Background: an optimization exercise with open tools, aiming at small area, a short achievable clock period and few clock cycles. Do not read the settings as production practice.
No functional check of the RTL was part of any run shown here.
No activity file was given, so power comes from the tool's default toggle rates.

==> flow/design.v (outline; a module is shown in full before it is edited, if it fits) <==
// module mvm_ctrl: 224 lines
// module mvm_cell: 29 lines
// module mvm_mac: 140 lines
// module mvm_mul_tree: 1629 lines
// module mvm_mul_fin: 416 lines
// module matrix_vector_multiply_top: 67 lines
module matrix_vector_multiply_top
(
    input  logic                 clk,
    input  logic                 rst_n,
    input  logic                 cfg_we,
    input  logic [CFG_IDX_W-1:0] cfg_index,
    input  logic [CFG_W-1:0]     cfg_data,
    input  logic                 in_valid,
    output logic                 in_ready,
    input  logic                 in_cmd,
    input  logic [VALUE_W-1:0]   in_value,
    output logic                 out_valid,
    input  logic                 out_ready,
    output logic [VALUE_W-1:0]   out_row_sum,
    output logic [ROW_W-1:0]     out_row_number,
    output logic                 out_last
);
  // ...
==> flow/run.sh <==
#!/bin/bash
# synth_recipe.tcl (not shown) runs the flow's synth.tcl, then flattens the netlist and writes it again
# the make line also repeats each setting of config.mk as NAME=value (left out here)
make -C /OpenROAD-flow-scripts/flow DESIGN_CONFIG=/design/flow/config.mk WORK_HOME=/design/flow/orfs CLKGATE_MAP_FILE= SYNTH_SCRIPT=/design/flow/synth_recipe.tcl finish
==> flow/config.mk <==
export PLATFORM = sky130hd
export DESIGN_NAME = matrix_vector_multiply_top
export DESIGN_NICKNAME = matrix_vector_multiply_top
export VERILOG_FILES = /design/flow/design.v
export SDC_FILE = /design/flow/constraint.sdc
export NUM_CORES = 4
export LEC_CHECK = 0
export CAP_MARGIN = 20
export CORE_MARGIN = 2
export CORE_UTILIZATION = 45
export CTS_BUF_LIST = sky130_fd_sc_hd__clkbuf_8
export CTS_CLUSTER_DIAMETER = 40
export CTS_CLUSTER_SIZE = 18
export PLACE_DENSITY = 0.6
export SETUP_SLACK_MARGIN = 5
export SLEW_MARGIN = 20
==> flow/constraint.sdc <==
create_clock -name core_clock -period 9.0 [get_ports {clk}]
set_input_delay 1.8000 -clock core_clock [delete_from_list [all_inputs] [get_ports {clk}]]
set_output_delay 1.8000 -clock core_clock [all_outputs]
set_load 0.01 [all_outputs]
==> results.toml, run 1 <==
[outcome]
status = "complete, no violations"

[final_layout]
final-seq-area_mm2 = 0.0551
multi_input_cells = 4645
largest_reg_flops = 2048
nFillCells = 19100
stdcell_area_mm2 = 0.111
clkbuf_count = 353

[drt]
ant_nets = 0
routed_wl_um = 348000
drc = 0
highest_layer = "met5"
drt_iter0_drc = 7760
dr.pass1.iters = 9

[timing]
hold_ws_ns = 0.266
min_period_over_period_pct = 43.0
maxSlewHeadroom_pct = 13.3
post-route-min-period_ns = 3.87
fmax_mhz = 258

[synth]
synth_cell_type_count = 91
netlist_top_cells_count = "dfxtp_1, a22oi_1, clkbuf_1"

[pwr]
p_per_area_mw_per_mm2 = 305
p_sw_mw = 12.4
clk-power_mw = 9.55

[global_route]
track_usage_pct = 30.3
busiest_layer = "met2"
use_met2_pct = 48.6
use_met3_pct = 6.35

[placement]
gp_congestion = 0.910
dpl.hpwl_um = 212000

[floorplan]
ioPinCount = 87

[critical_path]
reg2reg_slack_ns = 5.13
==> module mvm_mac, before the edit <==
module mvm_mac
(
    input  logic                      clk,
    input  logic                      rst_n,
    input  logic                      e_mat,
    input  logic [VALUE_W-1:0]        e_value,
    input  logic [VALUE_W-1:0]        e_x,
    input  logic                      e_first,
    input  logic                      e_emit,
    input  logic [ROW_W-1:0]          res_row,
    input  logic                      res_last,
    output logic                      out_valid,
    input  logic                      out_ready,
    output logic [VALUE_W-1:0]        row_sum,
    output logic [ROW_W-1:0]          row_number,
    output logic                      last
);
    localparam int ND = VALUE_W / 2;      
    logic [VALUE_W-1:0]        op_a_reg;
    logic [ND-1:0]             op_one_reg, op_two_reg, op_neg_reg;
    logic                      op_first_reg, op_emit_reg;
    logic [3:0][PROD_W-1:0]    part_reg;
    logic                      part_first_reg, part_emit_reg;
    logic [PROD_W-1:0]         prod_reg;
    logic                      prod_emit_reg;
    logic [PROD_W-1:0]         acc_reg;           
    logic                      sat_pos_reg, sat_neg_reg;   
    logic                      keep_reg, max_reg, min_reg;  
    logic                      fin_emit_reg;
    logic                      out_valid_reg;
    logic [VALUE_W-1:0]        row_sum_reg, row_sum_next;
    logic [ROW_W-1:0]          row_number_reg;
    logic                      last_reg;
    logic [VALUE_W:0]          xb;
    logic [ND-1:0]             one, two, neg;
    logic [3:0][PROD_W-1:0]    part;
    logic [PROD_W-1:0]         fin0, fin1;
    logic [PROD_W-1:0]         acc_base;
    logic [PROD_W:0]           acc_wide;
    logic                      ovf_pos, ovf_neg;
    logic [PROD_W-FRAC_W-1:0]  acc_shift;
    always_comb
    begin
        xb = {e_x, 1'b0};
        for (int i = 0; i < ND; i++)
        begin
            one[i] = xb[2*i+1] ^ xb[2*i];
            two[i] = (xb[2*i+2] & ~xb[2*i+1] & ~xb[2*i]) | (~xb[2*i+2] & xb[2*i+1] & xb[2*i]);
            neg[i] = xb[2*i+2];
        end
    end
    mvm_mul_tree u_tree (
        .a   (op_a_reg),
        .one (op_one_reg),
        .two (op_two_reg),
        .neg (op_neg_reg),
        .r0  (part[0]),
        .r1  (part[1]),
        .r2  (part[2]),
        .r3  (part[3])
    );
    mvm_mul_fin u_fin (
        .r0 (part_reg[0]),
        .r1 (part_reg[1]),
        .r2 (part_reg[2]),
        .r3 (part_reg[3]),
        .s0 (fin0),
        .s1 (fin1)
    );
    always_ff @(posedge clk or negedge rst_n)
    begin
        if (!rst_n)
        begin
            op_emit_reg   <= 1'b0;
            part_emit_reg <= 1'b0;
            prod_emit_reg <= 1'b0;
            fin_emit_reg  <= 1'b0;
            out_valid_reg <= 1'b0;
        end
        else
        begin
            op_emit_reg   <= e_mat && e_emit;
            part_emit_reg <= op_emit_reg;
            prod_emit_reg <= part_emit_reg;
            fin_emit_reg  <= prod_emit_reg;
            out_valid_reg <= fin_emit_reg || (out_valid_reg && !out_ready);
        end
    end
    always_comb
    begin
        for (int i = 0; i < PROD_W; i++)
            acc_base[i] = (keep_reg && acc_reg[i]) || ((i == PROD_W - 1) ? min_reg : max_reg);
        acc_wide = {acc_base[PROD_W-1], acc_base} + {prod_reg[PROD_W-1], prod_reg};
        ovf_pos  = !acc_wide[PROD_W] && acc_wide[PROD_W-1];
        ovf_neg  = acc_wide[PROD_W] && !acc_wide[PROD_W-1];
    end
    always_ff @(posedge clk)
    begin
        op_a_reg       <= e_mat ? e_value : '0;
        op_one_reg     <= one;
        op_two_reg     <= two;
        op_neg_reg     <= neg;
        op_first_reg   <= e_mat && e_first;
        part_reg       <= part;
        part_first_reg <= op_first_reg;
        prod_reg       <= fin0 + fin1;
        acc_reg        <= acc_wide[PROD_W-1:0];
        sat_pos_reg    <= ovf_pos;
        sat_neg_reg    <= ovf_neg;
        keep_reg       <= !part_first_reg && !ovf_pos && !ovf_neg;
        max_reg        <= !part_first_reg && ovf_pos;
        min_reg        <= !part_first_reg && ovf_neg;
    end
    always_comb
    begin
        acc_shift = acc_reg[PROD_W-1:FRAC_W];
        if (sat_pos_reg)
            row_sum_next = {1'b0, {(VALUE_W-1){1'b1}}};
        else if (sat_neg_reg)
            row_sum_next = {1'b1, {(VALUE_W-1){1'b0}}};
        else if (acc_shift[PROD_W-FRAC_W-1:VALUE_W-1] == '0 || acc_shift[PROD_W-FRAC_W-1:VALUE_W-1] == '1)
            row_sum_next = acc_shift[VALUE_W-1:0];
        else
            row_sum_next = acc_shift[PROD_W-FRAC_W-1] ? {1'b1, {(VALUE_W-1){1'b0}}}
                                                      : {1'b0, {(VALUE_W-1){1'b1}}};
    end
    always_ff @(posedge clk)
    begin
        if (fin_emit_reg)
        begin
            row_sum_reg    <= row_sum_next;
            row_number_reg <= res_row;
            last_reg       <= res_last;
        end
    end
    assign out_valid  = out_valid_reg;
    assign row_sum    = row_sum_reg;
    assign row_number = row_number_reg;
    assign last       = last_reg;
endmodule
==> inputs of run 2 (changes only) <==
--- a/flow/design.v
+++ b/flow/design.v
@@ -286,31 +286,31 @@
     output logic [VALUE_W-1:0]        row_sum,
     output logic [ROW_W-1:0]          row_number,
     output logic                      last
 );
     localparam int ND = VALUE_W / 2;      
     logic [VALUE_W-1:0]        op_a_reg;
     logic [ND-1:0]             op_one_reg, op_two_reg, op_neg_reg;
     logic                      op_first_reg, op_emit_reg;
-    logic [3:0][PROD_W-1:0]    part_reg;
+    logic [2:0][PROD_W-1:0]    part_reg;
     logic                      part_first_reg, part_emit_reg;
     logic [PROD_W-1:0]         prod_reg;
     logic                      prod_emit_reg;
     logic [PROD_W-1:0]         acc_reg;           
     logic                      sat_pos_reg, sat_neg_reg;   
     logic                      keep_reg, max_reg, min_reg;  
     logic                      fin_emit_reg;
     logic                      out_valid_reg;
     logic [VALUE_W-1:0]        row_sum_reg, row_sum_next;
     logic [ROW_W-1:0]          row_number_reg;
     logic                      last_reg;
     logic [VALUE_W:0]          xb;
     logic [ND-1:0]             one, two, neg;
-    logic [3:0][PROD_W-1:0]    part;
+    logic [2:0][PROD_W-1:0]    part;
     logic [PROD_W-1:0]         fin0, fin1;
     logic [PROD_W-1:0]         acc_base;
     logic [PROD_W:0]           acc_wide;
     logic                      ovf_pos, ovf_neg;
     logic [PROD_W-FRAC_W-1:0]  acc_shift;
     always_comb
     begin
         xb = {e_x, 1'b0};
@@ -323,24 +323,22 @@
     end
     mvm_mul_tree u_tree (
         .a   (op_a_reg),
         .one (op_one_reg),
         .two (op_two_reg),
         .neg (op_neg_reg),
         .r0  (part[0]),
         .r1  (part[1]),
-        .r2  (part[2]),
-        .r3  (part[3])
+        .r2  (part[2])
     );
     mvm_mul_fin u_fin (
         .r0 (part_reg[0]),
         .r1 (part_reg[1]),
         .r2 (part_reg[2]),
-        .r3 (part_reg[3]),
         .s0 (fin0),
         .s1 (fin1)
     );
     always_ff @(posedge clk or negedge rst_n)
     begin
         if (!rst_n)
         begin
             op_emit_reg   <= 1'b0;
@@ -413,18 +411,17 @@
 module mvm_mul_tree
 (
     input  logic [31:0] a,
     input  logic [15:0] one,
     input  logic [15:0] two,
     input  logic [15:0] neg,
     output logic [63:0] r0,
     output logic [63:0] r1,
-    output logic [63:0] r2,
-    output logic [63:0] r3
+    output logic [63:0] r2
 );
     logic pp0_0, pp0_1, pp0_2, pp0_3, pp0_4, pp0_5, pp0_6, pp0_7, pp0_8, pp0_9, pp0_10, pp0_11;
     logic pp0_12, pp0_13, pp0_14, pp0_15, pp0_16, pp0_17, pp0_18, pp0_19, pp0_20, pp0_21, pp0_22, pp0_23;
     logic pp0_24, pp0_25, pp0_26, pp0_27, pp0_28, pp0_29, pp0_30, pp0_31, pp0_32, pp1_0, pp1_1, pp1_2;
     logic pp1_3, pp1_4, pp1_5, pp1_6, pp1_7, pp1_8, pp1_9, pp1_10, pp1_11, pp1_12, pp1_13, pp1_14;
     logic pp1_15, pp1_16, pp1_17, pp1_18, pp1_19, pp1_20, pp1_21, pp1_22, pp1_23, pp1_24, pp1_25, pp1_26;
     logic pp1_27, pp1_28, pp1_29, pp1_30, pp1_31, pp1_32, pp2_0, pp2_1, pp2_2, pp2_3, pp2_4, pp2_5;
     logic pp2_6, pp2_7, pp2_8, pp2_9, pp2_10, pp2_11, pp2_12, pp2_13, pp2_14, pp2_15, pp2_16, pp2_17;
@@ -520,17 +517,26 @@
     logic m_625, m_626, m_627, m_628, m_629, m_630, m_631, m_632, m_633, m_634, m_635, m_636;
     logic m_637, m_638, m_639, m_640, m_641, m_642, m_643, m_644, m_645, m_646, m_647, m_648;
     logic m_649, m_650, m_651, m_652, m_653, m_654, m_655, m_656, m_657, m_658, m_659, m_660;
     logic m_661, m_662, m_663, m_664, m_665, m_666, m_667, m_668, m_669, m_670, m_671, m_672;
     logic m_673, m_674, m_675, m_676, m_677, m_678, m_679, m_680, m_681, m_682, m_683, m_684;
     logic m_685, m_686, m_687, m_688, m_689, m_690, m_691, m_692, m_693, m_694, m_695, m_696;
     logic m_697, m_698, m_699, m_700, m_701, m_702, m_703, m_704, m_705, m_706, m_707, m_708;
     logic m_709, m_710, m_711, m_712, m_713, m_714, m_715, m_716, m_717, m_718, m_719, m_720;
-    logic m_721, m_722, m_723, m_724, m_725, m_726, m_727, m_728;
+    logic m_721, m_722, m_723, m_724, m_725, m_726, m_727, m_728, m_729, m_730, m_731, m_732;
+    logic m_733, m_734, m_735, m_736, m_737, m_738, m_739, m_740, m_741, m_742, m_743, m_744;
+    logic m_745, m_746, m_747, m_748, m_749, m_750, m_751, m_752, m_753, m_754, m_755, m_756;
+    logic m_757, m_758, m_759, m_760, m_761, m_762, m_763, m_764, m_765, m_766, m_767, m_768;
+    logic m_769, m_770, m_771, m_772, m_773, m_774, m_775, m_776, m_777, m_778, m_779, m_780;
+    logic m_781, m_782, m_783, m_784, m_785, m_786, m_787, m_788, m_789, m_790, m_791, m_792;
+    logic m_793, m_794, m_795, m_796, m_797, m_798, m_799, m_800, m_801, m_802, m_803, m_804;
+    logic m_805, m_806, m_807, m_808, m_809, m_810, m_811, m_812, m_813, m_814, m_815, m_816;
+    logic m_817, m_818, m_819, m_820, m_821, m_822, m_823, m_824, m_825, m_826, m_827, m_828;
+    logic m_829, m_830, m_831, m_832, m_833, m_834, m_835, m_836, m_837, m_838, m_839, m_840;
     assign pp0_0 = (one[0] & a[0]) ^ neg[0];
     assign pp0_1 = ((one[0] & a[1]) | (two[0] & a[0])) ^ neg[0];
     assign pp0_2 = ((one[0] & a[2]) | (two[0] & a[1])) ^ neg[0];
     assign pp0_3 = ((one[0] & a[3]) | (two[0] & a[2])) ^ neg[0];
     assign pp0_4 = ((one[0] & a[4]) | (two[0] & a[3])) ^ neg[0];
     assign pp0_5 = ((one[0] & a[5]) | (two[0] & a[4])) ^ neg[0];
     assign pp0_6 = ((one[0] & a[6]) | (two[0] & a[5])) ^ neg[0];
     assign pp0_7 = ((one[0] & a[7]) | (two[0] & a[6])) ^ neg[0];
@@ -1777,304 +1783,340 @@
     assign m_721 = pp12_31 ^ pp13_29 ^ pp14_27;
     assign m_722 = (pp12_31 & pp13_29) | (pp12_31 & pp14_27) | (pp13_29 & pp14_27);
     assign m_723 = pp15_25 ^ 1'b1;
     assign m_724 = pp15_25 & 1'b1;
     assign m_725 = pp12_32 ^ pp13_30 ^ pp14_28;
     assign m_726 = (pp12_32 & pp13_30) | (pp12_32 & pp14_28) | (pp13_30 & pp14_28);
     assign m_727 = pp13_31 ^ pp14_29;
     assign m_728 = pp13_31 & pp14_29;
+    assign m_729 = pp0_4 ^ pp1_2;
+    assign m_730 = pp0_4 & pp1_2;
+    assign m_731 = pp0_5 ^ pp1_3;
+    assign m_732 = pp0_5 & pp1_3;
+    assign m_733 = m_529 ^ pp2_2 ^ pp3_0;
+    assign m_734 = (m_529 & pp2_2) | (m_529 & pp3_0) | (pp2_2 & pp3_0);
+    assign m_735 = m_530 ^ m_531 ^ pp2_3;
+    assign m_736 = (m_530 & m_531) | (m_530 & pp2_3) | (m_531 & pp2_3);
+    assign m_737 = m_532 ^ m_533 ^ m_535;
+    assign m_738 = (m_532 & m_533) | (m_532 & m_535) | (m_533 & m_535);
+    assign m_739 = m_534 ^ m_536 ^ m_537;
+    assign m_740 = (m_534 & m_536) | (m_534 & m_537) | (m_536 & m_537);
+    assign m_741 = m_538 ^ m_540 ^ m_541;
+    assign m_742 = (m_538 & m_540) | (m_538 & m_541) | (m_540 & m_541);
+    assign m_743 = m_542 ^ m_544 ^ m_545;
+    assign m_744 = (m_542 & m_544) | (m_542 & m_545) | (m_544 & m_545);
+    assign m_745 = m_546 ^ m_548 ^ m_549;
+    assign m_746 = (m_546 & m_548) | (m_546 & m_549) | (m_548 & m_549);
+    assign m_747 = m_550 ^ m_552 ^ m_553;
+    assign m_748 = (m_550 & m_552) | (m_550 & m_553) | (m_552 & m_553);
+    assign m_749 = m_554 ^ m_556 ^ m_557;
+    assign m_750 = (m_554 & m_556) | (m_554 & m_557) | (m_556 & m_557);
+    assign m_751 = m_558 ^ m_560 ^ m_561;
+    assign m_752 = (m_558 & m_560) | (m_558 & m_561) | (m_560 & m_561);
+    assign m_753 = m_562 ^ m_564 ^ m_565;
+    assign m_754 = (m_562 & m_564) | (m_562 & m_565) | (m_564 & m_565);
+    assign m_755 = m_566 ^ m_568 ^ m_569;
+    assign m_756 = (m_566 & m_568) | (m_566 & m_569) | (m_568 & m_569);
+    assign m_757 = m_570 ^ m_572 ^ m_573;
+    assign m_758 = (m_570 & m_572) | (m_570 & m_573) | (m_572 & m_573);
+    assign m_759 = m_574 ^ m_576 ^ m_577;
+    assign m_760 = (m_574 & m_576) | (m_574 & m_577) | (m_576 & m_577);
+    assign m_761 = m_578 ^ m_580 ^ m_581;
+    assign m_762 = (m_578 & m_580) | (m_578 & m_581) | (m_580 & m_581);
+    assign m_763 = m_582 ^ m_584 ^ m_585;
+    assign m_764 = (m_582 & m_584) | (m_582 & m_585) | (m_584 & m_585);
+    assign m_765 = m_586 ^ m_588 ^ m_589;
+    assign m_766 = (m_586 & m_588) | (m_586 & m_589) | (m_588 & m_589);
+    assign m_767 = m_590 ^ m_592 ^ m_593;
+    assign m_768 = (m_590 & m_592) | (m_590 & m_593) | (m_592 & m_593);
+    assign m_769 = m_594 ^ m_596 ^ m_597;
+    assign m_770 = (m_594 & m_596) | (m_594 & m_597) | (m_596 & m_597);
+    assign m_771 = m_598 ^ m_600 ^ m_601;
+    assign m_772 = (m_598 & m_600) | (m_598 & m_601) | (m_600 & m_601);
+    assign m_773 = m_602 ^ m_604 ^ m_605;
+    assign m_774 = (m_602 & m_604) | (m_602 & m_605) | (m_604 & m_605);
+    assign m_775 = m_606 ^ m_608 ^ m_609;
+    assign m_776 = (m_606 & m_608) | (m_606 & m_609) | (m_608 & m_609);
+    assign m_777 = m_610 ^ m_612 ^ m_613;
+    assign m_778 = (m_610 & m_612) | (m_610 & m_613) | (m_612 & m_613);
+    assign m_779 = m_614 ^ m_616 ^ m_617;
+    assign m_780 = (m_614 & m_616) | (m_614 & m_617) | (m_616 & m_617);
+    assign m_781 = m_618 ^ m_620 ^ m_621;
+    assign m_782 = (m_618 & m_620) | (m_618 & m_621) | (m_620 & m_621);
+    assign m_783 = m_622 ^ m_624 ^ m_625;
+    assign m_784 = (m_622 & m_624) | (m_622 & m_625) | (m_624 & m_625);
+    assign m_785 = m_626 ^ m_628 ^ m_629;
+    assign m_786 = (m_626 & m_628) | (m_626 & m_629) | (m_628 & m_629);
+    assign m_787 = m_630 ^ m_632 ^ m_633;
+    assign m_788 = (m_630 & m_632) | (m_630 & m_633) | (m_632 & m_633);
+    assign m_789 = m_634 ^ m_636 ^ m_637;
+    assign m_790 = (m_634 & m_636) | (m_634 & m_637) | (m_636 & m_637);
+    assign m_791 = m_638 ^ m_640 ^ m_641;
+    assign m_792 = (m_638 & m_640) | (m_638 & m_641) | (m_640 & m_641);
+    assign m_793 = m_642 ^ m_644 ^ m_645;
+    assign m_794 = (m_642 & m_644) | (m_642 & m_645) | (m_644 & m_645);
+    assign m_795 = m_646 ^ m_648 ^ m_649;
+    assign m_796 = (m_646 & m_648) | (m_646 & m_649) | (m_648 & m_649);
+    assign m_797 = m_650 ^ m_652 ^ m_653;
+    assign m_798 = (m_650 & m_652) | (m_650 & m_653) | (m_652 & m_653);
+    assign m_799 = m_654 ^ m_656 ^ m_657;
+    assign m_800 = (m_654 & m_656) | (m_654 & m_657) | (m_656 & m_657);
+    assign m_801 = m_658 ^ m_660 ^ m_661;
+    assign m_802 = (m_658 & m_660) | (m_658 & m_661) | (m_660 & m_661);
+    assign m_803 = m_662 ^ m_664 ^ m_665;
+    assign m_804 = (m_662 & m_664) | (m_662 & m_665) | (m_664 & m_665);
+    assign m_805 = m_666 ^ m_668 ^ m_669;
+    assign m_806 = (m_666 & m_668) | (m_666 & m_669) | (m_668 & m_669);
+    assign m_807 = m_670 ^ m_672 ^ m_673;
+    assign m_808 = (m_670 & m_672) | (m_670 & m_673) | (m_672 & m_673);
+    assign m_809 = m_674 ^ m_676 ^ m_677;
+    assign m_810 = (m_674 & m_676) | (m_674 & m_677) | (m_676 & m_677);
+    assign m_811 = m_678 ^ m_680 ^ m_681;
+    assign m_812 = (m_678 & m_680) | (m_678 & m_681) | (m_680 & m_681);
+    assign m_813 = m_682 ^ m_684 ^ m_685;
+    assign m_814 = (m_682 & m_684) | (m_682 & m_685) | (m_684 & m_685);
+    assign m_815 = m_686 ^ m_688 ^ m_689;
+    assign m_816 = (m_686 & m_688) | (m_686 & m_689) | (m_688 & m_689);
+    assign m_817 = m_690 ^ m_692 ^ m_693;
+    assign m_818 = (m_690 & m_692) | (m_690 & m_693) | (m_692 & m_693);
+    assign m_819 = m_694 ^ m_696 ^ m_697;
+    assign m_820 = (m_694 & m_696) | (m_694 & m_697) | (m_696 & m_697);
+    assign m_821 = m_698 ^ m_700 ^ m_701;
+    assign m_822 = (m_698 & m_700) | (m_698 & m_701) | (m_700 & m_701);
+    assign m_823 = m_702 ^ m_704 ^ m_705;
+    assign m_824 = (m_702 & m_704) | (m_702 & m_705) | (m_704 & m_705);
+    assign m_825 = m_706 ^ m_708 ^ m_709;
+    assign m_826 = (m_706 & m_708) | (m_706 & m_709) | (m_708 & m_709);
+    assign m_827 = m_710 ^ m_712 ^ m_713;
+    assign m_828 = (m_710 & m_712) | (m_710 & m_713) | (m_712 & m_713);
+    assign m_829 = m_714 ^ m_716 ^ m_717;
+    assign m_830 = (m_714 & m_716) | (m_714 & m_717) | (m_716 & m_717);
+    assign m_831 = m_718 ^ m_720 ^ m_721;
+    assign m_832 = (m_718 & m_720) | (m_718 & m_721) | (m_720 & m_721);
+    assign m_833 = m_722 ^ m_724 ^ m_725;
+    assign m_834 = (m_722 & m_724) | (m_722 & m_725) | (m_724 & m_725);
+    assign m_835 = m_726 ^ m_727 ^ pp15_27;
+    assign m_836 = (m_726 & m_727) | (m_726 & pp15_27) | (m_727 & pp15_27);
+    assign m_837 = m_728 ^ pp13_32 ^ pp14_30;
+    assign m_838 = (m_728 & pp13_32) | (m_728 & pp14_30) | (pp13_32 & pp14_30);
+    assign m_839 = pp14_31 ^ pp15_29;
+    assign m_840 = pp14_31 & pp15_29;
     assign r0[0] = pp0_0;
     assign r0[1] = pp0_1;
     assign r0[2] = pp0_2;
     assign r0[3] = pp0_3;
-    assign r0[4] = pp0_4;
-    assign r0[5] = pp0_5;
-    assign r0[6] = m_529;
-    assign r0[7] = m_530;
-    assign r0[8] = m_532;
-    assign r0[9] = m_534;
-    assign r0[10] = m_538;
-    assign r0[11] = m_542;
-    assign r0[12] = m_546;
-    assign r0[13] = m_550;
-    assign r0[14] = m_554;
-    assign r0[15] = m_558;
-    assign r0[16] = m_562;
-    assign r0[17] = m_566;
-    assign r0[18] = m_570;
-    assign r0[19] = m_574;
-    assign r0[20] = m_578;
-    assign r0[21] = m_582;
-    assign r0[22] = m_586;
-    assign r0[23] = m_590;
-    assign r0[24] = m_594;
-    assign r0[25] = m_598;
-    assign r0[26] = m_602;
-    assign r0[27] = m_606;
-    assign r0[28] = m_610;
-    assign r0[29] = m_614;
-    assign r0[30] = m_618;
-    assign r0[31] = m_622;
-    assign r0[32] = m_626;
-    assign r0[33] = m_630;
-    assign r0[34] = m_634;
-    assign r0[35] = m_638;
-    assign r0[36] = m_642;
-    assign r0[37] = m_646;
-    assign r0[38] = m_650;
-    assign r0[39] = m_654;
-    assign r0[40] = m_658;
-    assign r0[41] = m_662;
-    assign r0[42] = m_666;
-    assign r0[43] = m_670;
-    assign r0[44] = m_674;
-    assign r0[45] = m_678;
-    assign r0[46] = m_682;
-    assign r0[47] = m_686;
-    assign r0[48] = m_690;
-    assign r0[49] = m_694;
-    assign r0[50] = m_698;
-    assign r0[51] = m_702;
-    assign r0[52] = m_706;
-    assign r0[53] = m_710;
-    assign r0[54] = m_714;
-    assign r0[55] = m_718;
-    assign r0[56] = m_722;
-    assign r0[57] = m_726;
-    assign r0[58] = m_728;
-    assign r0[59] = pp14_31;
-    assign r0[60] = pp14_32;
+    assign r0[4] = m_729;
+    assign r0[5] = m_730;
+    assign r0[6] = m_732;
+    assign r0[7] = m_734;
+    assign r0[8] = m_736;
+    assign r0[9] = m_738;
+    assign r0[10] = m_740;
+    assign r0[11] = m_742;
+    assign r0[12] = m_744;
+    assign r0[13] = m_746;
+    assign r0[14] = m_748;
+    assign r0[15] = m_750;
+    assign r0[16] = m_752;
+    assign r0[17] = m_754;
+    assign r0[18] = m_756;
+    assign r0[19] = m_758;
+    assign r0[20] = m_760;
+    assign r0[21] = m_762;
+    assign r0[22] = m_764;
+    assign r0[23] = m_766;
+    assign r0[24] = m_768;
+    assign r0[25] = m_770;
+    assign r0[26] = m_772;
+    assign r0[27] = m_774;
+    assign r0[28] = m_776;
+    assign r0[29] = m_778;
+    assign r0[30] = m_780;
+    assign r0[31] = m_782;
+    assign r0[32] = m_784;
+    assign r0[33] = m_786;
+    assign r0[34] = m_788;
+    assign r0[35] = m_790;
+    assign r0[36] = m_792;
+    assign r0[37] = m_794;
+    assign r0[38] = m_796;
+    assign r0[39] = m_798;
+    assign r0[40] = m_800;
+    assign r0[41] = m_802;
+    assign r0[42] = m_804;
+    assign r0[43] = m_806;
+    assign r0[44] = m_808;
+    assign r0[45] = m_810;
+    assign r0[46] = m_812;
+    assign r0[47] = m_814;
+    assign r0[48] = m_816;
+    assign r0[49] = m_818;
+    assign r0[50] = m_820;
+    assign r0[51] = m_822;
+    assign r0[52] = m_824;
+    assign r0[53] = m_826;
+    assign r0[54] = m_828;
+    assign r0[55] = m_830;
+    assign r0[56] = m_832;
+    assign r0[57] = m_834;
+    assign r0[58] = m_836;
+    assign r0[59] = m_838;
+    assign r0[60] = m_840;
     assign r0[61] = pp15_31;
     assign r0[62] = pp15_32;
     assign r0[63] = 1'b1;
     assign r1[0] = neg[0];
     assign r1[1] = 1'b0;
     assign r1[2] = pp1_0;
     assign r1[3] = pp1_1;
-    assign r1[4] = pp1_2;
-    assign r1[5] = pp1_3;
-    assign r1[6] = pp2_2;
-    assign r1[7] = m_531;
-    assign r1[8] = m_533;
-    assign r1[9] = m_536;
-    assign r1[10] = m_540;
-    assign r1[11] = m_544;
-    assign r1[12] = m_548;
-    assign r1[13] = m_552;
-    assign r1[14] = m_556;
-    assign r1[15] = m_560;
-    assign r1[16] = m_564;
-    assign r1[17] = m_568;
-    assign r1[18] = m_572;
-    assign r1[19] = m_576;
-    assign r1[20] = m_580;
-    assign r1[21] = m_584;
-    assign r1[22] = m_588;
-    assign r1[23] = m_592;
-    assign r1[24] = m_596;
-    assign r1[25] = m_600;
-    assign r1[26] = m_604;
-    assign r1[27] = m_608;
-    assign r1[28] = m_612;
-    assign r1[29] = m_616;
-    assign r1[30] = m_620;
-    assign r1[31] = m_624;
-    assign r1[32] = m_628;
-    assign r1[33] = m_632;
-    assign r1[34] = m_636;
-    assign r1[35] = m_640;
-    assign r1[36] = m_644;
-    assign r1[37] = m_648;
-    assign r1[38] = m_652;
-    assign r1[39] = m_656;
-    assign r1[40] = m_660;
-    assign r1[41] = m_664;
-    assign r1[42] = m_668;
-    assign r1[43] = m_672;
-    assign r1[44] = m_676;
-    assign r1[45] = m_680;
-    assign r1[46] = m_684;
-    assign r1[47] = m_688;
-    assign r1[48] = m_692;
-    assign r1[49] = m_696;
-    assign r1[50] = m_700;
-    assign r1[51] = m_704;
-    assign r1[52] = m_708;
-    assign r1[53] = m_712;
-    assign r1[54] = m_716;
-    assign r1[55] = m_720;
-    assign r1[56] = m_724;
-    assign r1[57] = m_727;
-    assign r1[58] = pp13_32;
-    assign r1[59] = pp15_29;
-    assign r1[60] = pp15_30;
+    assign r1[4] = pp2_0;
+    assign r1[5] = m_731;
+    assign r1[6] = m_733;
+    assign r1[7] = m_735;
+    assign r1[8] = m_737;
+    assign r1[9] = m_739;
+    assign r1[10] = m_741;
+    assign r1[11] = m_743;
+    assign r1[12] = m_745;
+    assign r1[13] = m_747;
+    assign r1[14] = m_749;
+    assign r1[15] = m_751;
+    assign r1[16] = m_753;
+    assign r1[17] = m_755;
+    assign r1[18] = m_757;
+    assign r1[19] = m_759;
+    assign r1[20] = m_761;
+    assign r1[21] = m_763;
+    assign r1[22] = m_765;
+    assign r1[23] = m_767;
+    assign r1[24] = m_769;
+    assign r1[25] = m_771;
+    assign r1[26] = m_773;
+    assign r1[27] = m_775;
+    assign r1[28] = m_777;
+    assign r1[29] = m_779;
+    assign r1[30] = m_781;
+    assign r1[31] = m_783;
+    assign r1[32] = m_785;
+    assign r1[33] = m_787;
+    assign r1[34] = m_789;
+    assign r1[35] = m_791;
+    assign r1[36] = m_793;
+    assign r1[37] = m_795;
+    assign r1[38] = m_797;
+    assign r1[39] = m_799;
+    assign r1[40] = m_801;
+    assign r1[41] = m_803;
+    assign r1[42] = m_805;
+    assign r1[43] = m_807;
+    assign r1[44] = m_809;
+    assign r1[45] = m_811;
+    assign r1[46] = m_813;
+    assign r1[47] = m_815;
+    assign r1[48] = m_817;
+    assign r1[49] = m_819;
+    assign r1[50] = m_821;
+    assign r1[51] = m_823;
+    assign r1[52] = m_825;
+    assign r1[53] = m_827;
+    assign r1[54] = m_829;
+    assign r1[55] = m_831;
+    assign r1[56] = m_833;
+    assign r1[57] = m_835;
+    assign r1[58] = m_837;
+    assign r1[59] = m_839;
+    assign r1[60] = pp14_32;
     assign r1[61] = 1'b1;
     assign r1[62] = 1'b0;
     assign r1[63] = 1'b0;
     assign r2[0] = 1'b0;
     assign r2[1] = 1'b0;
     assign r2[2] = neg[1];
     assign r2[3] = 1'b0;
-    assign r2[4] = pp2_0;
+    assign r2[4] = neg[2];
     assign r2[5] = pp2_1;
-    assign r2[6] = pp3_0;
-    assign r2[7] = pp2_3;
-    assign r2[8] = m_535;
-    assign r2[9] = m_537;
-    assign r2[10] = m_541;
-    assign r2[11] = m_545;
-    assign r2[12] = m_549;
-    assign r2[13] = m_553;
-    assign r2[14] = m_557;
-    assign r2[15] = m_561;
-    assign r2[16] = m_565;
-    assign r2[17] = m_569;
-    assign r2[18] = m_573;
-    assign r2[19] = m_577;
-    assign r2[20] = m_581;
-    assign r2[21] = m_585;
-    assign r2[22] = m_589;
-    assign r2[23] = m_593;
-    assign r2[24] = m_597;
-    assign r2[25] = m_601;
-    assign r2[26] = m_605;
-    assign r2[27] = m_609;
-    assign r2[28] = m_613;
-    assign r2[29] = m_617;
-    assign r2[30] = m_621;
-    assign r2[31] = m_625;
-    assign r2[32] = m_629;
-    assign r2[33] = m_633;
-    assign r2[34] = m_637;
-    assign r2[35] = m_641;
-    assign r2[36] = m_645;
-    assign r2[37] = m_649;
-    assign r2[38] = m_653;
-    assign r2[39] = m_657;
-    assign r2[40] = m_661;
-    assign r2[41] = m_665;
-    assign r2[42] = m_669;
-    assign r2[43] = m_673;
-    assign r2[44] = m_677;
-    assign r2[45] = m_681;
-    assign r2[46] = m_685;
-    assign r2[47] = m_689;
-    assign r2[48] = m_693;
-    assign r2[49] = m_697;
-    assign r2[50] = m_701;
-    assign r2[51] = m_705;
-    assign r2[52] = m_709;
-    assign r2[53] = m_713;
-    assign r2[54] = m_717;
-    assign r2[55] = m_721;
-    assign r2[56] = m_725;
-    assign r2[57] = pp15_27;
-    assign r2[58] = pp14_30;
+    assign r2[6] = neg[3];
+    assign r2[7] = pp3_1;
+    assign r2[8] = neg[4];
+    assign r2[9] = m_539;
+    assign r2[10] = m_543;
+    assign r2[11] = m_547;
+    assign r2[12] = m_551;
+    assign r2[13] = m_555;
+    assign r2[14] = m_559;
+    assign r2[15] = m_563;
+    assign r2[16] = m_567;
+    assign r2[17] = m_571;
+    assign r2[18] = m_575;
+    assign r2[19] = m_579;
+    assign r2[20] = m_583;
+    assign r2[21] = m_587;
+    assign r2[22] = m_591;
+    assign r2[23] = m_595;
+    assign r2[24] = m_599;
+    assign r2[25] = m_603;
+    assign r2[26] = m_607;
+    assign r2[27] = m_611;
+    assign r2[28] = m_615;
+    assign r2[29] = m_619;
+    assign r2[30] = m_623;
+    assign r2[31] = m_627;
+    assign r2[32] = m_631;
+    assign r2[33] = m_635;
+    assign r2[34] = m_639;
+    assign r2[35] = m_643;
+    assign r2[36] = m_647;
+    assign r2[37] = m_651;
+    assign r2[38] = m_655;
+    assign r2[39] = m_659;
+    assign r2[40] = m_663;
+    assign r2[41] = m_667;
+    assign r2[42] = m_671;
+    assign r2[43] = m_675;
+    assign r2[44] = m_679;
+    assign r2[45] = m_683;
+    assign r2[46] = m_687;
+    assign r2[47] = m_691;
+    assign r2[48] = m_695;
+    assign r2[49] = m_699;
+    assign r2[50] = m_703;
+    assign r2[51] = m_707;
+    assign r2[52] = m_711;
+    assign r2[53] = m_715;
+    assign r2[54] = m_719;
+    assign r2[55] = m_723;
+    assign r2[56] = pp15_26;
+    assign r2[57] = 1'b1;
+    assign r2[58] = pp15_28;
     assign r2[59] = 1'b1;
-    assign r2[60] = 1'b0;
+    assign r2[60] = pp15_30;
     assign r2[61] = 1'b0;
     assign r2[62] = 1'b0;
     assign r2[63] = 1'b0;
-    assign r3[0] = 1'b0;
-    assign r3[1] = 1'b0;
-    assign r3[2] = 1'b0;
-    assign r3[3] = 1'b0;
-    assign r3[4] = neg[2];
-    assign r3[5] = 1'b0;
-    assign r3[6] = neg[3];
-    assign r3[7] = pp3_1;
-    assign r3[8] = neg[4];
-    assign r3[9] = m_539;
-    assign r3[10] = m_543;
-    assign r3[11] = m_547;
-    assign r3[12] = m_551;
-    assign r3[13] = m_555;
-    assign r3[14] = m_559;
-    assign r3[15] = m_563;
-    assign r3[16] = m_567;
-    assign r3[17] = m_571;
-    assign r3[18] = m_575;
-    assign r3[19] = m_579;
-    assign r3[20] = m_583;
-    assign r3[21] = m_587;
-    assign r3[22] = m_591;
-    assign r3[23] = m_595;
-    assign r3[24] = m_599;
-    assign r3[25] = m_603;
-    assign r3[26] = m_607;
-    assign r3[27] = m_611;
-    assign r3[28] = m_615;
-    assign r3[29] = m_619;
-    assign r3[30] = m_623;
-    assign r3[31] = m_627;
-    assign r3[32] = m_631;
-    assign r3[33] = m_635;
-    assign r3[34] = m_639;
-    assign r3[35] = m_643;
-    assign r3[36] = m_647;
-    assign r3[37] = m_651;
-    assign r3[38] = m_655;
-    assign r3[39] = m_659;
-    assign r3[40] = m_663;
-    assign r3[41] = m_667;
-    assign r3[42] = m_671;
-    assign r3[43] = m_675;
-    assign r3[44] = m_679;
-    assign r3[45] = m_683;
-    assign r3[46] = m_687;
-    assign r3[47] = m_691;
-    assign r3[48] = m_695;
-    assign r3[49] = m_699;
-    assign r3[50] = m_703;
-    assign r3[51] = m_707;
-    assign r3[52] = m_711;
-    assign r3[53] = m_715;
-    assign r3[54] = m_719;
-    assign r3[55] = m_723;
-    assign r3[56] = pp15_26;
-    assign r3[57] = 1'b1;
-    assign r3[58] = pp15_28;
-    assign r3[59] = 1'b0;
-    assign r3[60] = 1'b0;
-    assign r3[61] = 1'b0;
-    assign r3[62] = 1'b0;
-    assign r3[63] = 1'b0;
 endmodule
 module mvm_mul_fin
 (
     input  logic [63:0] r0,
     input  logic [63:0] r1,
     input  logic [63:0] r2,
-    input  logic [63:0] r3,
     output logic [63:0] s0,
     output logic [63:0] s1
 );
     logic q_1, q_2, q_3, q_4, q_5, q_6, q_7, q_8, q_9, q_10, q_11, q_12;
     logic q_13, q_14, q_15, q_16, q_17, q_18, q_19, q_20, q_21, q_22, q_23, q_24;
     logic q_25, q_26, q_27, q_28, q_29, q_30, q_31, q_32, q_33, q_34, q_35, q_36;
     logic q_37, q_38, q_39, q_40, q_41, q_42, q_43, q_44, q_45, q_46, q_47, q_48;
     logic q_49, q_50, q_51, q_52, q_53, q_54, q_55, q_56, q_57, q_58, q_59, q_60;
     logic q_61, q_62, q_63, q_64, q_65, q_66, q_67, q_68, q_69, q_70, q_71, q_72;
     logic q_73, q_74, q_75, q_76, q_77, q_78, q_79, q_80, q_81, q_82, q_83, q_84;
     logic q_85, q_86, q_87, q_88, q_89, q_90, q_91, q_92, q_93, q_94, q_95, q_96;
     logic q_97, q_98, q_99, q_100, q_101, q_102, q_103, q_104, q_105, q_106, q_107, q_108;
     logic q_109, q_110, q_111, q_112, q_113, q_114, q_115, q_116, q_117, q_118, q_119, q_120;
-    logic q_121, q_122, q_123, q_124, q_125, q_126, q_127, q_128, q_129, q_130, q_131, q_132;
-    logic q_133, q_134, q_135, q_136, q_137, q_138, q_139, q_140, q_141, q_142, q_143, q_144;
-    logic q_145, q_146, q_147, q_148, q_149, q_150, q_151, q_152, q_153, q_154, q_155, q_156;
-    logic q_157, q_158, q_159, q_160, q_161, q_162, q_163, q_164, q_165, q_166, q_167, q_168;
-    logic q_169, q_170, q_171, q_172, q_173, q_174, q_175, q_176, q_177, q_178, q_179, q_180;
-    logic q_181, q_182, q_183, q_184, q_185, q_186, q_187, q_188, q_189, q_190, q_191, q_192;
-    logic q_193, q_194, q_195, q_196, q_197, q_198, q_199, q_200, q_201, q_202, q_203, q_204;
-    logic q_205, q_206, q_207, q_208, q_209, q_210, q_211, q_212, q_213, q_214, q_215, q_216;
-    logic q_217, q_218, q_219, q_220, q_221, q_222, q_223, q_224, q_225, q_226, q_227, q_228;
-    logic q_229, q_230, q_231, q_232, q_233, q_234, q_235, q_236, q_237, q_238, q_239, q_240;
-    logic q_241, q_242, q_243, q_244, q_245, q_246, q_247, q_248, q_249, q_250, q_251, q_252;
-    logic q_253, q_254, q_255, q_256;
+    logic q_121, q_122, q_123, q_124, q_125, q_126, q_127, q_128;
     assign q_1 = r0[0] ^ r1[0];
     assign q_2 = r0[0] & r1[0];
     assign q_3 = r0[1] ^ r1[1] ^ r2[1];
     assign q_4 = (r0[1] & r1[1]) | (r0[1] & r2[1]) | (r1[1] & r2[1]);
     assign q_5 = r0[2] ^ r1[2] ^ r2[2];
     assign q_6 = (r0[2] & r1[2]) | (r0[2] & r2[2]) | (r1[2] & r2[2]);
     assign q_7 = r0[3] ^ r1[3] ^ r2[3];
     assign q_8 = (r0[3] & r1[3]) | (r0[3] & r2[3]) | (r1[3] & r2[3]);
@@ -2193,272 +2235,144 @@
     assign q_121 = r0[60] ^ r1[60] ^ r2[60];
     assign q_122 = (r0[60] & r1[60]) | (r0[60] & r2[60]) | (r1[60] & r2[60]);
     assign q_123 = r0[61] ^ r1[61] ^ r2[61];
     assign q_124 = (r0[61] & r1[61]) | (r0[61] & r2[61]) | (r1[61] & r2[61]);
     assign q_125 = r0[62] ^ r1[62] ^ r2[62];
     assign q_126 = (r0[62] & r1[62]) | (r0[62] & r2[62]) | (r1[62] & r2[62]);
     assign q_127 = r0[63] ^ r1[63] ^ r2[63];
     assign q_128 = (r0[63] & r1[63]) | (r0[63] & r2[63]) | (r1[63] & r2[63]);
-    assign q_129 = q_1 ^ r2[0];
-    assign q_130 = q_1 & r2[0];
-    assign q_131 = q_2 ^ q_3 ^ r3[1];
-    assign q_132 = (q_2 & q_3) | (q_2 & r3[1]) | (q_3 & r3[1]);
-    assign q_133 = q_4 ^ q_5 ^ r3[2];
-    assign q_134 = (q_4 & q_5) | (q_4 & r3[2]) | (q_5 & r3[2]);
-    assign q_135 = q_6 ^ q_7 ^ r3[3];
-    assign q_136 = (q_6 & q_7) | (q_6 & r3[3]) | (q_7 & r3[3]);
-    assign q_137 = q_8 ^ q_9 ^ r3[4];
-    assign q_138 = (q_8 & q_9) | (q_8 & r3[4]) | (q_9 & r3[4]);
-    assign q_139 = q_10 ^ q_11 ^ r3[5];
-    assign q_140 = (q_10 & q_11) | (q_10 & r3[5]) | (q_11 & r3[5]);
-    assign q_141 = q_12 ^ q_13 ^ r3[6];
-    assign q_142 = (q_12 & q_13) | (q_12 & r3[6]) | (q_13 & r3[6]);
-    assign q_143 = q_14 ^ q_15 ^ r3[7];
-    assign q_144 = (q_14 & q_15) | (q_14 & r3[7]) | (q_15 & r3[7]);
-    assign q_145 = q_16 ^ q_17 ^ r3[8];
-    assign q_146 = (q_16 & q_17) | (q_16 & r3[8]) | (q_17 & r3[8]);
-    assign q_147 = q_18 ^ q_19 ^ r3[9];
-    assign q_148 = (q_18 & q_19) | (q_18 & r3[9]) | (q_19 & r3[9]);
-    assign q_149 = q_20 ^ q_21 ^ r3[10];
-    assign q_150 = (q_20 & q_21) | (q_20 & r3[10]) | (q_21 & r3[10]);
-    assign q_151 = q_22 ^ q_23 ^ r3[11];
-    assign q_152 = (q_22 & q_23) | (q_22 & r3[11]) | (q_23 & r3[11]);
-    assign q_153 = q_24 ^ q_25 ^ r3[12];
-    assign q_154 = (q_24 & q_25) | (q_24 & r3[12]) | (q_25 & r3[12]);
-    assign q_155 = q_26 ^ q_27 ^ r3[13];
-    assign q_156 = (q_26 & q_27) | (q_26 & r3[13]) | (q_27 & r3[13]);
-    assign q_157 = q_28 ^ q_29 ^ r3[14];
-    assign q_158 = (q_28 & q_29) | (q_28 & r3[14]) | (q_29 & r3[14]);
-    assign q_159 = q_30 ^ q_31 ^ r3[15];
-    assign q_160 = (q_30 & q_31) | (q_30 & r3[15]) | (q_31 & r3[15]);
-    assign q_161 = q_32 ^ q_33 ^ r3[16];
-    assign q_162 = (q_32 & q_33) | (q_32 & r3[16]) | (q_33 & r3[16]);
-    assign q_163 = q_34 ^ q_35 ^ r3[17];
-    assign q_164 = (q_34 & q_35) | (q_34 & r3[17]) | (q_35 & r3[17]);
-    assign q_165 = q_36 ^ q_37 ^ r3[18];
-    assign q_166 = (q_36 & q_37) | (q_36 & r3[18]) | (q_37 & r3[18]);
-    assign q_167 = q_38 ^ q_39 ^ r3[19];
-    assign q_168 = (q_38 & q_39) | (q_38 & r3[19]) | (q_39 & r3[19]);
-    assign q_169 = q_40 ^ q_41 ^ r3[20];
-    assign q_170 = (q_40 & q_41) | (q_40 & r3[20]) | (q_41 & r3[20]);
-    assign q_171 = q_42 ^ q_43 ^ r3[21];
-    assign q_172 = (q_42 & q_43) | (q_42 & r3[21]) | (q_43 & r3[21]);
-    assign q_173 = q_44 ^ q_45 ^ r3[22];
-    assign q_174 = (q_44 & q_45) | (q_44 & r3[22]) | (q_45 & r3[22]);
-    assign q_175 = q_46 ^ q_47 ^ r3[23];
-    assign q_176 = (q_46 & q_47) | (q_46 & r3[23]) | (q_47 & r3[23]);
-    assign q_177 = q_48 ^ q_49 ^ r3[24];
-    assign q_178 = (q_48 & q_49) | (q_48 & r3[24]) | (q_49 & r3[24]);
-    assign q_179 = q_50 ^ q_51 ^ r3[25];
-    assign q_180 = (q_50 & q_51) | (q_50 & r3[25]) | (q_51 & r3[25]);
-    assign q_181 = q_52 ^ q_53 ^ r3[26];
-    assign q_182 = (q_52 & q_53) | (q_52 & r3[26]) | (q_53 & r3[26]);
-    assign q_183 = q_54 ^ q_55 ^ r3[27];
-    assign q_184 = (q_54 & q_55) | (q_54 & r3[27]) | (q_55 & r3[27]);
-    assign q_185 = q_56 ^ q_57 ^ r3[28];
-    assign q_186 = (q_56 & q_57) | (q_56 & r3[28]) | (q_57 & r3[28]);
-    assign q_187 = q_58 ^ q_59 ^ r3[29];
-    assign q_188 = (q_58 & q_59) | (q_58 & r3[29]) | (q_59 & r3[29]);
-    assign q_189 = q_60 ^ q_61 ^ r3[30];
-    assign q_190 = (q_60 & q_61) | (q_60 & r3[30]) | (q_61 & r3[30]);
-    assign q_191 = q_62 ^ q_63 ^ r3[31];
-    assign q_192 = (q_62 & q_63) | (q_62 & r3[31]) | (q_63 & r3[31]);
-    assign q_193 = q_64 ^ q_65 ^ r3[32];
-    assign q_194 = (q_64 & q_65) | (q_64 & r3[32]) | (q_65 & r3[32]);
-    assign q_195 = q_66 ^ q_67 ^ r3[33];
-    assign q_196 = (q_66 & q_67) | (q_66 & r3[33]) | (q_67 & r3[33]);
-    assign q_197 = q_68 ^ q_69 ^ r3[34];
-    assign q_198 = (q_68 & q_69) | (q_68 & r3[34]) | (q_69 & r3[34]);
-    assign q_199 = q_70 ^ q_71 ^ r3[35];
-    assign q_200 = (q_70 & q_71) | (q_70 & r3[35]) | (q_71 & r3[35]);
-    assign q_201 = q_72 ^ q_73 ^ r3[36];
-    assign q_202 = (q_72 & q_73) | (q_72 & r3[36]) | (q_73 & r3[36]);
-    assign q_203 = q_74 ^ q_75 ^ r3[37];
-    assign q_204 = (q_74 & q_75) | (q_74 & r3[37]) | (q_75 & r3[37]);
-    assign q_205 = q_76 ^ q_77 ^ r3[38];
-    assign q_206 = (q_76 & q_77) | (q_76 & r3[38]) | (q_77 & r3[38]);
-    assign q_207 = q_78 ^ q_79 ^ r3[39];
-    assign q_208 = (q_78 & q_79) | (q_78 & r3[39]) | (q_79 & r3[39]);
-    assign q_209 = q_80 ^ q_81 ^ r3[40];
-    assign q_210 = (q_80 & q_81) | (q_80 & r3[40]) | (q_81 & r3[40]);
-    assign q_211 = q_82 ^ q_83 ^ r3[41];
-    assign q_212 = (q_82 & q_83) | (q_82 & r3[41]) | (q_83 & r3[41]);
-    assign q_213 = q_84 ^ q_85 ^ r3[42];
-    assign q_214 = (q_84 & q_85) | (q_84 & r3[42]) | (q_85 & r3[42]);
-    assign q_215 = q_86 ^ q_87 ^ r3[43];
-    assign q_216 = (q_86 & q_87) | (q_86 & r3[43]) | (q_87 & r3[43]);
-    assign q_217 = q_88 ^ q_89 ^ r3[44];
-    assign q_218 = (q_88 & q_89) | (q_88 & r3[44]) | (q_89 & r3[44]);
-    assign q_219 = q_90 ^ q_91 ^ r3[45];
-    assign q_220 = (q_90 & q_91) | (q_90 & r3[45]) | (q_91 & r3[45]);
-    assign q_221 = q_92 ^ q_93 ^ r3[46];
-    assign q_222 = (q_92 & q_93) | (q_92 & r3[46]) | (q_93 & r3[46]);
-    assign q_223 = q_94 ^ q_95 ^ r3[47];
-    assign q_224 = (q_94 & q_95) | (q_94 & r3[47]) | (q_95 & r3[47]);
-    assign q_225 = q_96 ^ q_97 ^ r3[48];
-    assign q_226 = (q_96 & q_97) | (q_96 & r3[48]) | (q_97 & r3[48]);
-    assign q_227 = q_98 ^ q_99 ^ r3[49];
-    assign q_228 = (q_98 & q_99) | (q_98 & r3[49]) | (q_99 & r3[49]);
-    assign q_229 = q_100 ^ q_101 ^ r3[50];
-    assign q_230 = (q_100 & q_101) | (q_100 & r3[50]) | (q_101 & r3[50]);
-    assign q_231 = q_102 ^ q_103 ^ r3[51];
-    assign q_232 = (q_102 & q_103) | (q_102 & r3[51]) | (q_103 & r3[51]);
-    assign q_233 = q_104 ^ q_105 ^ r3[52];
-    assign q_234 = (q_104 & q_105) | (q_104 & r3[52]) | (q_105 & r3[52]);
-    assign q_235 = q_106 ^ q_107 ^ r3[53];
-    assign q_236 = (q_106 & q_107) | (q_106 & r3[53]) | (q_107 & r3[53]);
-    assign q_237 = q_108 ^ q_109 ^ r3[54];
-    assign q_238 = (q_108 & q_109) | (q_108 & r3[54]) | (q_109 & r3[54]);
-    assign q_239 = q_110 ^ q_111 ^ r3[55];
-    assign q_240 = (q_110 & q_111) | (q_110 & r3[55]) | (q_111 & r3[55]);
-    assign q_241 = q_112 ^ q_113 ^ r3[56];
-    assign q_242 = (q_112 & q_113) | (q_112 & r3[56]) | (q_113 & r3[56]);
-    assign q_243 = q_114 ^ q_115 ^ r3[57];
-    assign q_244 = (q_114 & q_115) | (q_114 & r3[57]) | (q_115 & r3[57]);
-    assign q_245 = q_116 ^ q_117 ^ r3[58];
-    assign q_246 = (q_116 & q_117) | (q_116 & r3[58]) | (q_117 & r3[58]);
-    assign q_247 = q_118 ^ q_119 ^ r3[59];
-    assign q_248 = (q_118 & q_119) | (q_118 & r3[59]) | (q_119 & r3[59]);
-    assign q_249 = q_120 ^ q_121 ^ r3[60];
-    assign q_250 = (q_120 & q_121) | (q_120 & r3[60]) | (q_121 & r3[60]);
-    assign q_251 = q_122 ^ q_123 ^ r3[61];
-    assign q_252 = (q_122 & q_123) | (q_122 & r3[61]) | (q_123 & r3[61]);
-    assign q_253 = q_124 ^ q_125 ^ r3[62];
-    assign q_254 = (q_124 & q_125) | (q_124 & r3[62]) | (q_125 & r3[62]);
-    assign q_255 = q_126 ^ q_127 ^ r3[63];
-    assign q_256 = (q_126 & q_127) | (q_126 & r3[63]) | (q_127 & r3[63]);
-    assign s0[0] = q_129;
-    assign s0[1] = q_130;
-    assign s0[2] = q_132;
-    assign s0[3] = q_134;
-    assign s0[4] = q_136;
-    assign s0[5] = q_138;
-    assign s0[6] = q_140;
-    assign s0[7] = q_142;
-    assign s0[8] = q_144;
-    assign s0[9] = q_146;
-    assign s0[10] = q_148;
-    assign s0[11] = q_150;
-    assign s0[12] = q_152;
-    assign s0[13] = q_154;
-    assign s0[14] = q_156;
-    assign s0[15] = q_158;
-    assign s0[16] = q_160;
-    assign s0[17] = q_162;
-    assign s0[18] = q_164;
-    assign s0[19] = q_166;
-    assign s0[20] = q_168;
-    assign s0[21] = q_170;
-    assign s0[22] = q_172;
-    assign s0[23] = q_174;
-    assign s0[24] = q_176;
-    assign s0[25] = q_178;
-    assign s0[26] = q_180;
-    assign s0[27] = q_182;
-    assign s0[28] = q_184;
-    assign s0[29] = q_186;
-    assign s0[30] = q_188;
-    assign s0[31] = q_190;
-    assign s0[32] = q_192;
-    assign s0[33] = q_194;
-    assign s0[34] = q_196;
-    assign s0[35] = q_198;
-    assign s0[36] = q_200;
-    assign s0[37] = q_202;
-    assign s0[38] = q_204;
-    assign s0[39] = q_206;
-    assign s0[40] = q_208;
-    assign s0[41] = q_210;
-    assign s0[42] = q_212;
-    assign s0[43] = q_214;
-    assign s0[44] = q_216;
-    assign s0[45] = q_218;
-    assign s0[46] = q_220;
-    assign s0[47] = q_222;
-    assign s0[48] = q_224;
-    assign s0[49] = q_226;
-    assign s0[50] = q_228;
-    assign s0[51] = q_230;
-    assign s0[52] = q_232;
-    assign s0[53] = q_234;
-    assign s0[54] = q_236;
-    assign s0[55] = q_238;
-    assign s0[56] = q_240;
-    assign s0[57] = q_242;
-    assign s0[58] = q_244;
-    assign s0[59] = q_246;
-    assign s0[60] = q_248;
-    assign s0[61] = q_250;
-    assign s0[62] = q_252;
-    assign s0[63] = q_254;
-    assign s1[0] = r3[0];
-    assign s1[1] = q_131;
-    assign s1[2] = q_133;
-    assign s1[3] = q_135;
-    assign s1[4] = q_137;
-    assign s1[5] = q_139;
-    assign s1[6] = q_141;
-    assign s1[7] = q_143;
-    assign s1[8] = q_145;
-    assign s1[9] = q_147;
-    assign s1[10] = q_149;
-    assign s1[11] = q_151;
-    assign s1[12] = q_153;
-    assign s1[13] = q_155;
-    assign s1[14] = q_157;
-    assign s1[15] = q_159;
-    assign s1[16] = q_161;
-    assign s1[17] = q_163;
-    assign s1[18] = q_165;
-    assign s1[19] = q_167;
-    assign s1[20] = q_169;
-    assign s1[21] = q_171;
-    assign s1[22] = q_173;
-    assign s1[23] = q_175;
-    assign s1[24] = q_177;
-    assign s1[25] = q_179;
-    assign s1[26] = q_181;
-    assign s1[27] = q_183;
-    assign s1[28] = q_185;
-    assign s1[29] = q_187;
-    assign s1[30] = q_189;
-    assign s1[31] = q_191;
-    assign s1[32] = q_193;
-    assign s1[33] = q_195;
-    assign s1[34] = q_197;
-    assign s1[35] = q_199;
-    assign s1[36] = q_201;
-    assign s1[37] = q_203;
-    assign s1[38] = q_205;
-    assign s1[39] = q_207;
-    assign s1[40] = q_209;
-    assign s1[41] = q_211;
-    assign s1[42] = q_213;
-    assign s1[43] = q_215;
-    assign s1[44] = q_217;
-    assign s1[45] = q_219;
-    assign s1[46] = q_221;
-    assign s1[47] = q_223;
-    assign s1[48] = q_225;
-    assign s1[49] = q_227;
-    assign s1[50] = q_229;
-    assign s1[51] = q_231;
-    assign s1[52] = q_233;
-    assign s1[53] = q_235;
-    assign s1[54] = q_237;
-    assign s1[55] = q_239;
-    assign s1[56] = q_241;
-    assign s1[57] = q_243;
-    assign s1[58] = q_245;
-    assign s1[59] = q_247;
-    assign s1[60] = q_249;
-    assign s1[61] = q_251;
-    assign s1[62] = q_253;
-    assign s1[63] = q_255;
+    assign s0[0] = q_1;
+    assign s0[1] = q_2;
+    assign s0[2] = q_4;
+    assign s0[3] = q_6;
+    assign s0[4] = q_8;
+    assign s0[5] = q_10;
+    assign s0[6] = q_12;
+    assign s0[7] = q_14;
+    assign s0[8] = q_16;
+    assign s0[9] = q_18;
+    assign s0[10] = q_20;
+    assign s0[11] = q_22;
+    assign s0[12] = q_24;
+    assign s0[13] = q_26;
+    assign s0[14] = q_28;
+    assign s0[15] = q_30;
+    assign s0[16] = q_32;
+    assign s0[17] = q_34;
+    assign s0[18] = q_36;
+    assign s0[19] = q_38;
+    assign s0[20] = q_40;
+    assign s0[21] = q_42;
+    assign s0[22] = q_44;
+    assign s0[23] = q_46;
+    assign s0[24] = q_48;
+    assign s0[25] = q_50;
+    assign s0[26] = q_52;
+    assign s0[27] = q_54;
+    assign s0[28] = q_56;
+    assign s0[29] = q_58;
+    assign s0[30] = q_60;
+    assign s0[31] = q_62;
+    assign s0[32] = q_64;
+    assign s0[33] = q_66;
+    assign s0[34] = q_68;
+    assign s0[35] = q_70;
+    assign s0[36] = q_72;
+    assign s0[37] = q_74;
+    assign s0[38] = q_76;
+    assign s0[39] = q_78;
+    assign s0[40] = q_80;
+    assign s0[41] = q_82;
+    assign s0[42] = q_84;
+    assign s0[43] = q_86;
+    assign s0[44] = q_88;
+    assign s0[45] = q_90;
+    assign s0[46] = q_92;
+    assign s0[47] = q_94;
+    assign s0[48] = q_96;
+    assign s0[49] = q_98;
+    assign s0[50] = q_100;
+    assign s0[51] = q_102;
+    assign s0[52] = q_104;
+    assign s0[53] = q_106;
+    assign s0[54] = q_108;
+    assign s0[55] = q_110;
+    assign s0[56] = q_112;
+    assign s0[57] = q_114;
+    assign s0[58] = q_116;
+    assign s0[59] = q_118;
+    assign s0[60] = q_120;
+    assign s0[61] = q_122;
+    assign s0[62] = q_124;
+    assign s0[63] = q_126;
+    assign s1[0] = r2[0];
+    assign s1[1] = q_3;
+    assign s1[2] = q_5;
+    assign s1[3] = q_7;
+    assign s1[4] = q_9;
+    assign s1[5] = q_11;
+    assign s1[6] = q_13;
+    assign s1[7] = q_15;
+    assign s1[8] = q_17;
+    assign s1[9] = q_19;
+    assign s1[10] = q_21;
+    assign s1[11] = q_23;
+    assign s1[12] = q_25;
+    assign s1[13] = q_27;
+    assign s1[14] = q_29;
+    assign s1[15] = q_31;
+    assign s1[16] = q_33;
+    assign s1[17] = q_35;
+    assign s1[18] = q_37;
+    assign s1[19] = q_39;
+    assign s1[20] = q_41;
+    assign s1[21] = q_43;
+    assign s1[22] = q_45;
+    assign s1[23] = q_47;
+    assign s1[24] = q_49;
+    assign s1[25] = q_51;
+    assign s1[26] = q_53;
+    assign s1[27] = q_55;
+    assign s1[28] = q_57;
+    assign s1[29] = q_59;
+    assign s1[30] = q_61;
+    assign s1[31] = q_63;
+    assign s1[32] = q_65;
+    assign s1[33] = q_67;
+    assign s1[34] = q_69;
+    assign s1[35] = q_71;
+    assign s1[36] = q_73;
+    assign s1[37] = q_75;
+    assign s1[38] = q_77;
+    assign s1[39] = q_79;
+    assign s1[40] = q_81;
+    assign s1[41] = q_83;
+    assign s1[42] = q_85;
+    assign s1[43] = q_87;
+    assign s1[44] = q_89;
+    assign s1[45] = q_91;
+    assign s1[46] = q_93;
+    assign s1[47] = q_95;
+    assign s1[48] = q_97;
+    assign s1[49] = q_99;
+    assign s1[50] = q_101;
+    assign s1[51] = q_103;
+    assign s1[52] = q_105;
+    assign s1[53] = q_107;
+    assign s1[54] = q_109;
+    assign s1[55] = q_111;
+    assign s1[56] = q_113;
+    assign s1[57] = q_115;
+    assign s1[58] = q_117;
+    assign s1[59] = q_119;
+    assign s1[60] = q_121;
+    assign s1[61] = q_123;
+    assign s1[62] = q_125;
+    assign s1[63] = q_127;
 endmodule
 import mvm_pkg::*;
 module matrix_vector_multiply_top
 (
     input  logic                 clk,
     input  logic                 rst_n,
     input  logic                 cfg_we,
     input  logic [CFG_IDX_W-1:0] cfg_index,
==> flow/config.mk (replaced) <==
export PLATFORM = sky130hd
export DESIGN_NAME = matrix_vector_multiply_top
export DESIGN_NICKNAME = matrix_vector_multiply_top
export VERILOG_FILES = /design/flow/design.v
export SDC_FILE = /design/flow/constraint.sdc
export NUM_CORES = 4
export LEC_CHECK = 0
export CAP_MARGIN = 20
export CORE_MARGIN = 2
export CORE_UTILIZATION = 45
export PLACE_DENSITY = 0.6
export SETUP_SLACK_MARGIN = 5
export SLEW_MARGIN = 20
==> run 2 against run 1 <==
Combinational power shrank 6%. First-iteration DRC count up 5.0%. Still clean on timing, DRC and antenna. Total power increased by 3.0%. Sequential power hardly changed. Largest power group unchanged. Die area is 0.90% lower. Final cell count shrank 0.94%. Utilization grew 0.84 points. Final area is 0.67% higher. Critical path type unchanged. Sequential cell count decreased by 53. Sequential share of layout area fell by 1.3 points.
==> results.toml, run 2 <==
[final_layout]
final_cell_mix = "dfxtp_1, a22oi_1, fa_1"
finalNonFillerCells = 11300
stdcell_area_mm2 = 0.111
drive_gt1_share_pct = 9.57
final_common_cell = "dfxtp_1"
nNetsFinal = 8985
nFillCells = 18600
largest_reg_flops = 2048
area_growth_pct = 13.2

[timing]
fmax_mhz = 254
setup_tns_ns = 0
rsz0062_at_grt = "yes"
setup_viol = 0
maxSlewHeadroom_pct = 21.8
tightest_slew_ns = 1.17
post-route-min-period_ns = 3.94
skew_ns = 0.0751
report.final.slew_viol_count = 0
min_period_over_period_pct = 43.8
hold_viol = 0

[clocking]
htreeDepth = 5
path_clk_slew_ns = 0.06
clock_latency_ns = 0.95
hold_buffers = 0
root_buffer = "clkbuf_16"
cts_tree = "done"
cts_buffers = 276
clock_path_buffers = 4
clock-sinks = 2641

[drt]
wl_per_cell_um = 30.9
ant_nets = 0
via_per_inst = 6.23
vias = 70500
dr.pass1.iters = 8
drt_iter0_drc = 8145
routed_wl_um = 349000
drc = 0

[placement]
io_buffers = 86
dpl.hpwl_um = 214000
dpl-instance-area_mm2 = 0.102
dp.cells = 10800
gp_congestion = 0.910

[global_route]
use_met2_pct = 49.5
antenna_found_initial = 12
grt_max_degree = 88
grt_pass1_wl_um = 498000
grt-ovfl-total = 0
track_usage_pct = 30.4
use_met3_pct = 6.31
grtUsageMet1_pct = 38.1
grt_pass1_vias = 71700
busiest_layer = "met2"

[pwr]
swShare_pct = 33.5
peakVddDrop_mv = 0.192
leakage_nw = 44.1
p_sw_mw = 11.6
p_clk_share_pct = 32.8
comb_power_share_pct = 27.9
p_per_area_mw_per_mm2 = 312
finalPower_mw = 34.7
pwr-share-seq_pct = 39.3
intPower_mw = 23.1

[synth]
netlist_top_cells_count = "dfxtp_1, a22oi_1, clkbuf_1"
synth_cell_type_count = 83
seq_area_frac_synth_pct = 54.9
yosys.area.top_type = "dfxtp_1"
yosysWarningCount = 3
synth-seq-cells = 2641
synth.top_cell.area_share_pct = 51.0
yosys-top-cells-area = "dfxtp_1, fa_1, a22oi_1, a22o_1, xnor2_1"
syn_area_mm2 = 0.0983
synth.most_common_cell = "dfxtp_1"
async_flop_share_pct = 2.04
synth_nets = 9019
synth.avg_cell_area_um2 = 11.9
synth_flop_cell = "dfxtp_1"
syn_inst = 8291
synth-edff-count = 81

[critical_path]
worst_ep_arrival_time_ns = 4.78
path_buf_inv = 1
path_max_fanout = 8
worstRegToRegCells = 13
reg2reg_to = "u_mac.prod_reg[52]"
crit_slowest_cell = "fa_1"
critPathLaunchType = "flip-flop"
cp_cell_sequence = "fa_1, ha_1, a211oi_2, nor2_1, o41ai_4, buf_4, a21oi_4, o211a_1, nor3_4, o211ai_1, a21o_2, a2111oi_2, a311o_1"
path_depth = 13
cpPeakStageDelay_ns = 0.49
cp_top_family = "compound AO/OA/AOI/OAI gates"
cp-end-kind = "flip-flop"
crit_path_end = "u_mac.prod_reg[52]"
reg2reg_slack_ns = 5.06
startpoint = "u_mac.part_reg[7]"
cp.required_ns = 9.84
r2r_start = "u_mac.part_reg[7]"
crit_type = "reg2reg"

[floorplan]
core_area_mm2 = 0.217
start_util_pct = 45.3
fp.dieArea_mm2 = 0.222
ioPinCount = 87
die_x_um = 471
die_h_um = 471
rows = 171

[outcome]
status = "complete, no violations"

[min_path]
hp-class = "reg2reg"

[job]
maxCapViolations = 0
run 2: area by class of cell:
class	instances	area, µm²	share of cell area, %
diodes	4	10.0	0.00899
clock buffers	387	7980	7.17
clock inverters	80	972	0.874
inverters	407	1530	1.37
multi-input cells	4669	40900	36.7
flip-flops and latches	2641	54100	48.6
well taps	2854	3570	3.21
repair buffers	262	2270	2.04
run 2: worst register-to-register path, stage by stage, from the launching register on:
cell       delay (ns)
dfxtp_1          0.32
fa_1             0.49
ha_1             0.39
a211oi_2         0.22
nor2_1           0.12
o41ai_4          0.32
buf_4            0.19
a21oi_4          0.08
o211a_1          0.34
nor3_4           0.33
o211ai_1         0.21
a21o_2           0.33
a2111oi_2        0.37
a311o_1          0.16
run 2: worst min-delay path by stage:
| stage | slack (ns) | startpoint | depth (start not counted) | end |
|---|---|---|---|---|
| 6_report | 0.30 | u_store.ring[1240] | 0 | u_store.ring[1208] |
| 5_1_grt | 0.31 | u_store.ring[1240] | 0 | u_store.ring[1208] |
| 4_1_cts | 0.30 | u_store.ring[764] | 0 | u_store.ring[732] |
| 3_5_place_dp | 0.34 | u_mac.part_emit_reg | 0 | u_mac.prod_emit_reg |
| 3_3_place_gp | 0.33 | u_store.ring[1196] | 0 | u_store.ring[1164] |
| 2_1_floorplan | 0.31 | u_mac.op_first_reg | 0 | u_mac.part_first_reg |
run 2: logic make-up (layout without fill, tap and decap cells):
group	count (synthesis)	after routing	share of synthesized area, %
mux	75	75	0.858
buf+inv	981	1136	3.76
other cells	0	4	0
xor+xnor	700	700	6.24
fa+ha+maj	682	682	11.9
flops	2641	2641	54.9
compound gates	2273	2273	17.5
simple gates	939	939	4.86
run 2: power groups by stage:
stage	registers (mW)	logic [mW]	clock network [mW]
final	13.6	9.69	11.4
after detailed placement	13.9	9.34	0
after CTS	13.6	9.40	11.5
after floorplan	13.3	6.59	0
after global routing	13.7	10.5	11.9
after global placement	13.9	9.19	0
run 2: through the flow:
stage	util [%]	setup WS [ns]	hold WS, ns
2_1_floorplan	-	5.02	0.310
3_3_place_gp	46.9	4.65	0.332
3_5_place_dp	46.9	4.58	0.336
4_1_cts	51.1	4.94	0.296
5_1_grt	51.2	4.97	0.307
6_report	51.2	5.06	0.305
run 2: repair_timing:
action	CTS	global route
endpoints found under the setup margin	45	58
cloned	0	1
resized for setup	23	46
setup buffers	1	11
pin swaps	3	13
hold endpoints to repair	0	0
run 2: per-layer routing:
| metal | vias to the layer above | wire length, µm |
|---|---|---|
| li1 | 29700 | - |
| met1 | 35200 | 133000 |
| met2 | 4420 | 161000 |
| met3 | 1149 | 34200 |
| met4 | 4 | 19900 |
| met5 | - | 30 |

Re-timed with assumed drivers on the ports (clkbuf_16 on the clock, buf_2 on other inputs), run 2 has 5.056 ns of setup slack against 5.056 ns with ideal ports, and 4.694 ns once port delays also move by the mid clock arrival of 0.998 ns.
